Background: an optimization exercise with open tools, aiming at small area. Do not read the settings as production practice.
Only simulation tests tie the RTL to the original design; equivalence was not proved.
Power figures rest on the tool's default switching activity, not on a simulated workload.

**run.sh**
```bash
#!/bin/bash
# synth_recipe.tcl (not shown) runs the flow's synth.tcl, then flattens the netlist and writes it again
# the make line also repeats each setting of config.mk as NAME=value (left out here)
make -C /OpenROAD-flow-scripts/flow DESIGN_CONFIG=/design/flow/config.mk WORK_HOME=/design/flow/orfs CLKGATE_MAP_FILE= SYNTH_SCRIPT=/design/flow/synth_recipe.tcl finish
```
**design.v**
```verilog
package mips_pkg;
    localparam int REG_ADDR_W = 5;
    localparam int REG_DATA_W = 32;
    typedef logic [REG_ADDR_W-1:0] reg_addr_t;
    typedef logic [REG_DATA_W-1:0] word_t;
    localparam reg_addr_t REG_ZERO = 5'd0;
    localparam reg_addr_t REG_RA   = 5'd31;
endpackage
module mips_reg_read_port
#(
    parameter int DATA_W    = mips_pkg::REG_DATA_W,
    parameter int ADDR_W    = mips_pkg::REG_ADDR_W,
    parameter bit BYPASS_EN = 1'b1
) (
    input  logic                                  rst_n,
    input  logic [ADDR_W-1:0]                     addr,
    input  logic                                  wr_en,
    input  logic [ADDR_W-1:0]                     wr_addr,
    input  logic [DATA_W-1:0]                     wr_data,
    input  logic [(2**ADDR_W)-1:0][DATA_W-1:0]    regs,
    output logic [DATA_W-1:0]                     data
);
    always_comb begin
        data = '0;
        if (rst_n && addr != ADDR_W'(mips_pkg::REG_ZERO)) begin
            if (BYPASS_EN && wr_en && wr_addr == addr) begin
                data = wr_data;
            end else begin
                data = regs[addr];
            end
        end
    end
endmodule
module mips_reg_file
#(
    parameter int DATA_W    = mips_pkg::REG_DATA_W,
    parameter int ADDR_W    = mips_pkg::REG_ADDR_W,
    parameter bit BYPASS_EN = 1'b1
) (
    input  logic              clk,
    input  logic              rst_n,
    input  logic              regWrite,
    input  logic [ADDR_W-1:0] writeReg,
    input  logic [DATA_W-1:0] writeData,
    input  logic [ADDR_W-1:0] readReg1,
    input  logic [ADDR_W-1:0] readReg2,
    output logic [DATA_W-1:0] readData1,
    output logic [DATA_W-1:0] readData2,
    input  logic [ADDR_W-1:0] dbgAddr,
    output logic [DATA_W-1:0] dbgData,
    output logic [15:0]       writeCount
);
    localparam int NUM_REGS = 2**ADDR_W;
    logic [DATA_W-1:0]                  mem [1:NUM_REGS-1];
    logic [NUM_REGS-1:0][DATA_W-1:0]    regs;
    logic                               commit;
    assign commit = regWrite && (writeReg != ADDR_W'(mips_pkg::REG_ZERO));
    always_ff @(posedge clk or negedge rst_n) begin
        if (!rst_n) begin
            for (int i = 1; i < NUM_REGS; i++) begin
                mem[i] <= '0;
            end
            writeCount <= '0;
        end else if (commit) begin
            mem[writeReg] <= writeData;
            writeCount    <= writeCount + 16'd1;
        end
    end
    always_comb begin
        regs = '0;
        for (int i = 1; i < NUM_REGS; i++) begin
            regs[i] = mem[i];
        end
    end
    mips_reg_read_port #(
        .DATA_W    (DATA_W),
        .ADDR_W    (ADDR_W),
        .BYPASS_EN (BYPASS_EN)
    ) u_rd1 (
        .rst_n   (rst_n),
        .addr    (readReg1),
        .wr_en   (regWrite),
        .wr_addr (writeReg),
        .wr_data (writeData),
        .regs    (regs),
        .data    (readData1)
    );
    mips_reg_read_port #(
        .DATA_W    (DATA_W),
        .ADDR_W    (ADDR_W),
        .BYPASS_EN (BYPASS_EN)
    ) u_rd2 (
        .rst_n   (rst_n),
        .addr    (readReg2),
        .wr_en   (regWrite),
        .wr_addr (writeReg),
        .wr_data (writeData),
        .regs    (regs),
        .data    (readData2)
    );
    assign dbgData = regs[dbgAddr];
endmodule
```
**config.mk**
```make
export PLATFORM = sky130hd
export DESIGN_NAME = mips_reg_file
export DESIGN_NICKNAME = mips_reg_file
export VERILOG_FILES = /design/flow/design.v
export SDC_FILE = /design/flow/constraint.sdc
export NUM_CORES = 4
export LEC_CHECK = 0
export CAP_MARGIN = 20
export CORE_MARGIN = 2
export CORE_UTILIZATION = 40
export SLEW_MARGIN = 20
```
**constraint.sdc**
```tcl
create_clock -name core_clock -period 6.0 [get_ports {clk}]
set_input_delay 1.2000 -clock core_clock [delete_from_list [all_inputs] [get_ports {clk}]]
set_output_delay 1.2000 -clock core_clock [all_outputs]
set_load 0.01 [all_outputs]
```
==> run notes <==
-- stage by stage --
step | area (um^2) | std cells | hold WS, ps
5_1_grt | 70800 | 6316 | 367
6_report | 70800 | 6320 | 341
3_3_place_gp | 66900 | 6108 | 462
3_5_place_dp | 66900 | 6108 | 482
4_1_cts | 70800 | 6314 | 335
2_1_floorplan | 62300 | 4148 | 485
-- synth_stat cells (31+ instances only) --
cell                       instances
sky130_fd_sc_hd__mux2_2         1113
sky130_fd_sc_hd__dfrtp_1        1008
sky130_fd_sc_hd__mux4_2          734
sky130_fd_sc_hd__clkbuf_1        241
sky130_fd_sc_hd__buf_2           112
sky130_fd_sc_hd__mux2i_1          87
sky130_fd_sc_hd__nor2_1           85
sky130_fd_sc_hd__a221oi_1         68
sky130_fd_sc_hd__a22o_1           64
sky130_fd_sc_hd__buf_1            61
sky130_fd_sc_hd__a22oi_1          55
sky130_fd_sc_hd__nor2b_1          53
sky130_fd_sc_hd__nand2_1          51
sky130_fd_sc_hd__a21oi_1          47
sky130_fd_sc_hd__o21ai_0          32
sky130_fd_sc_hd__buf_4            31
-- final timing paths --
| path | from | end | slack, ps |
|---|---|---|---|
| setup reg to reg | writeCount[4] | writeCount[13] | 4210 |
| min in group core_clock | writeCount[11] | writeCount[11] | 480 |
| max in group asynchronous | rst_n | mem[20][13] | 2950 |
| hold reg to reg | writeCount[11] | writeCount[11] | 480 |
| hold / removal | rst_n | mem[13][27] | 340 |
| setup / recovery | writeReg[2] | readData2[27] | 60 |
-- sequential cells by signal (all words and copies together), names as in the netlist --
signal / flops
writeCount: 16
mem: 992
-- critical path, cell delays in order --
cell and delay (ps):
sky130_fd_sc_hd__clkdlybuf4s50_1 730, sky130_fd_sc_hd__xor2_1 270, sky130_fd_sc_hd__nor3_1 250, sky130_fd_sc_hd__buf_4 210
sky130_fd_sc_hd__nand3_4 580, sky130_fd_sc_hd__a31oi_1 810, sky130_fd_sc_hd__clkdlybuf4s50_1 670
-- area by class of cell --
cell class | instances | area, um^2 | area share (%)
multi-input combinational | 2653 | 35100 | 49.5
clock inverter | 48 | 638 | 0.901
sequential | 1008 | 25200 | 35.6
timing repair buffer | 393 | 4000 | 5.65
antenna | 6 | 15.0 | 0.0212
clock buffer | 158 | 3270 | 4.61
tap | 2044 | 2560 | 3.61
inverter | 10 | 37.5 | 0.0530
-- logic make-up after synthesis --
kind of cell | after synthesis
adders and majority gates | 1
xor gates and xnor gates | 25
AOI/OAI and AO/OA | 402
muxes | 1944
and+or+nand+nor | 281
buffers and inverters | 487
DFF | 1008
-- routing by layer --
layer	part of all wire (%)	GRT usage, %	wire length, um
met1	40	40.3	93300
met2	46	44.7	106000
met3	9.3	6.27	21600
met4	4.6	12.3	10700
met5	0.0056	0	13
-- power groups by stage --
stage               Combinational (mW)  Clock [mW]  Sequential, mW
floorplan                         4.20           0            9.08
global placement                  5.74           0            9.42
detailed placement                5.81           0            9.51
CTS                               5.84        7.51            9.39
global route                      6.15        7.78            9.64
finish                            5.85        7.42            9.44
==> summary.txt <==
Yosys
  • Ys async rst share: 100%
  • Post-synthesis sequential element count: 1008
  • Cell taking the most area after synthesis: sky130_fd_sc_hd__dfrtp_1
  • Post-synth top flop: sky130_fd_sc_hd__dfrtp_1
  • Warning count from the yosys run: 3
  • Post-synthesis xor/xnor area fraction: 0.351%
  • Post-synth cell types: 58
  • Post-synthesis compound-gate area fraction: under 10%
  • Post-synth top area share: 40.5%
  • Dominant combinational cell family by area after synthesis: multiplexers
  • Cell types occupying the most area after synthesis: sky130_fd_sc_hd__dfrtp_1 (40%), sky130_fd_sc_hd__mux4_2 (27%), sky130_fd_sc_hd__mux2_2 (20%)
  • Mean instance size in the synthesized netlist: approximately 15 um^2
  • Fraction of the mapped netlist area in simple logic gates: 2.21%
  • Multiplexer area fraction after synthesis: between 40% and 50%
  • Mapped Area: 62300 um^2
  • Number of synthesized flops with an enable pin: 0
  • Area share of fa/ha/maj cells after synthesis: less than 1%
  • Share of synthesized area occupied by flip-flops and latches: just over 40%
  • Net count after synthesis: 4204
  • Gate Count Post-Synth: just over 4000

Pwr
  • Leakage power: just under 30 nW
  • Net switching power: roughly 6.7 mW
  • Sequential share of power: 41.6%
  • Power, Total: 22.7 mW
  • Total internal power: ~16 mW
  • Pwr per Cell Area: approximately 320 nW/um^2
  • Share of power burned in combinational logic: between 20% and 30%
  • VDD IR-drop max: 0.000223 V
  • Switching Fraction: 29.5%
  • Proportion of power drawn by the clock network: about a third

Clocking
  • Worst-skew pair later-pin latency: ~730 ps
  • H-tree depth: 3
  • Number of buffers added by the clock tree synthesis step: ~110
  • Hold buffer count at CTS: 0
  • Deepest clock path buffer count: 3
  • CTS Root Buffer Type: sky130_fd_sc_hd__clkbuf_16
  • Clock input transition at the sequential cells of the worst setup and hold paths: 60 ps
  • Post-CTS resize count: 0
  • TritonCTS clock tree: done
  • CTS sink cnt: just over 1000
  • Setup Buffers After CTS: 0

Worst setup path
  • Worst path required time: 4800 ps
  • Maximum fanout encountered on the critical timing path: 26
  • Element type at the critical path end: primary output
  • Type of origin of the critical path: primary input
  • Arr. time, crit path: 4740 ps
  • Setup CP Type: primary input to primary output
  • Cell count of the worst reg-to-reg path: 4

STA
  • Pins over their slew limit: 0
  • Worst clock skew: approximately 2.7 ps
  • RSZ-0062 raised after global routing: false
  • Period utilisation layout: 98.9%
  • Maximum frequency from static timing analysis: between 150 and 200 MHz
  • Sum of negative setup slack: 0 ps
  • Number of endpoints with negative hold slack in the final report: 0
  • Final Setup Violations: 0
  • Slack of the critical path: ~63 ps
  • Max_slew headroom: around 22%
  • Worst-margin pin slew: between 1000 and 1500 ps
  • Period minus WS final: roughly 5900 ps

Cells and area
  • Final standard cell utilization of the core: between 40% and 50%
  • Final #Nets: around 4200
  • Share of cells above drive strength 1: 54.5%
  • Commonest non-fill, non-tap cell in the layout: sky130_fd_sc_hd__mux2_2
  • Commonest cells after routing, fill and taps aside: sky130_fd_sc_hd__mux2_2 (1113), sky130_fd_sc_hd__dfrtp_1 (1008), sky130_fd_sc_hd__mux4_2 (734), sky130_fd_sc_hd__buf_4 (181), sky130_fd_sc_hd__clkdlybuf4s50_1 (151)
  • Area Overhead vs Synth: 13.6%
  • Number of filler instances in the final layout: 13400

Detailed routing
  • Average via count per standard cell: between 6 and 7
  • Routed wire per std cell: 36.7 um
  • # DRC: 0
  • Routed WL: ~230000 um
  • Drt first-iter violations: a little under 5000
  • Remaining antenna violation count after routing: 0
  • Number of optimization iterations in the first detailed-route pass: 6
  • Vias after detailed routing: 43000

Global routing
  • Vias in the first global route: around 43000
  • Antenna violations before repair: 8
  • First-pass GRT wire length: ~330000 um
  • Global router's overall resource usage: 29.2%
  • Largest net degree at the start of global routing: approximately 150
  • Leftover overflow at the end of global routing: 0

Floorplan
  • Die Ht: roughly 400 um
  • Std cell rows: 144
  • Die Area: roughly 160000 um^2
  • Width of the die: about 400 um
  • Initial core utilization: about two fifths
  • Area inside the core boundary: ~150000 um^2
  • Num ports: ~170

Placement
  • Final RePlAce weighted congestion: between 0.8 and 0.9
  • Pre-CTS setup slack: approximately 190 ps
  • Detailed Place HPWL: between 100000 and 150000 um
  • Count of port buffers added during placement: 166

Run status
  • Outcome: complete, no violations

Worst hold path
  • Worst hold path class: primary input to asynchronous set/reset pin

Run
  • Total of max-cap violations: 0

[static timing again, ports no longer ideal]
Ports are ideal in the flow. The routed layout listed here was re-timed in OpenROAD.
Step 1 (the two cells are an assumption about what drives the block):
set clk [get_ports {clk}]
set_driving_cell -lib_cell sky130_fd_sc_hd__clkbuf_16 $clk
set_driving_cell -lib_cell sky130_fd_sc_hd__buf_2 [delete_from_list [all_inputs] $clk]
Step 2 also shifts input and output timing later by t, the mid clock arrival at the registers, as if the neighbouring blocks saw the same clock.
a / b / c = ideal / step 1 / step 2; a / b = the first two.
t (ns): 0.834
setup WS [ns]: 0.063 / 0.020 / 0.020
worst setup path at the end: input to output
worst data-port slew with drivers (ns): 0.19
After both steps setup and hold are still met in this run. For this run, drivers alone change the setup slack by -0.043 ns; drivers and shift together by -0.043 ns.
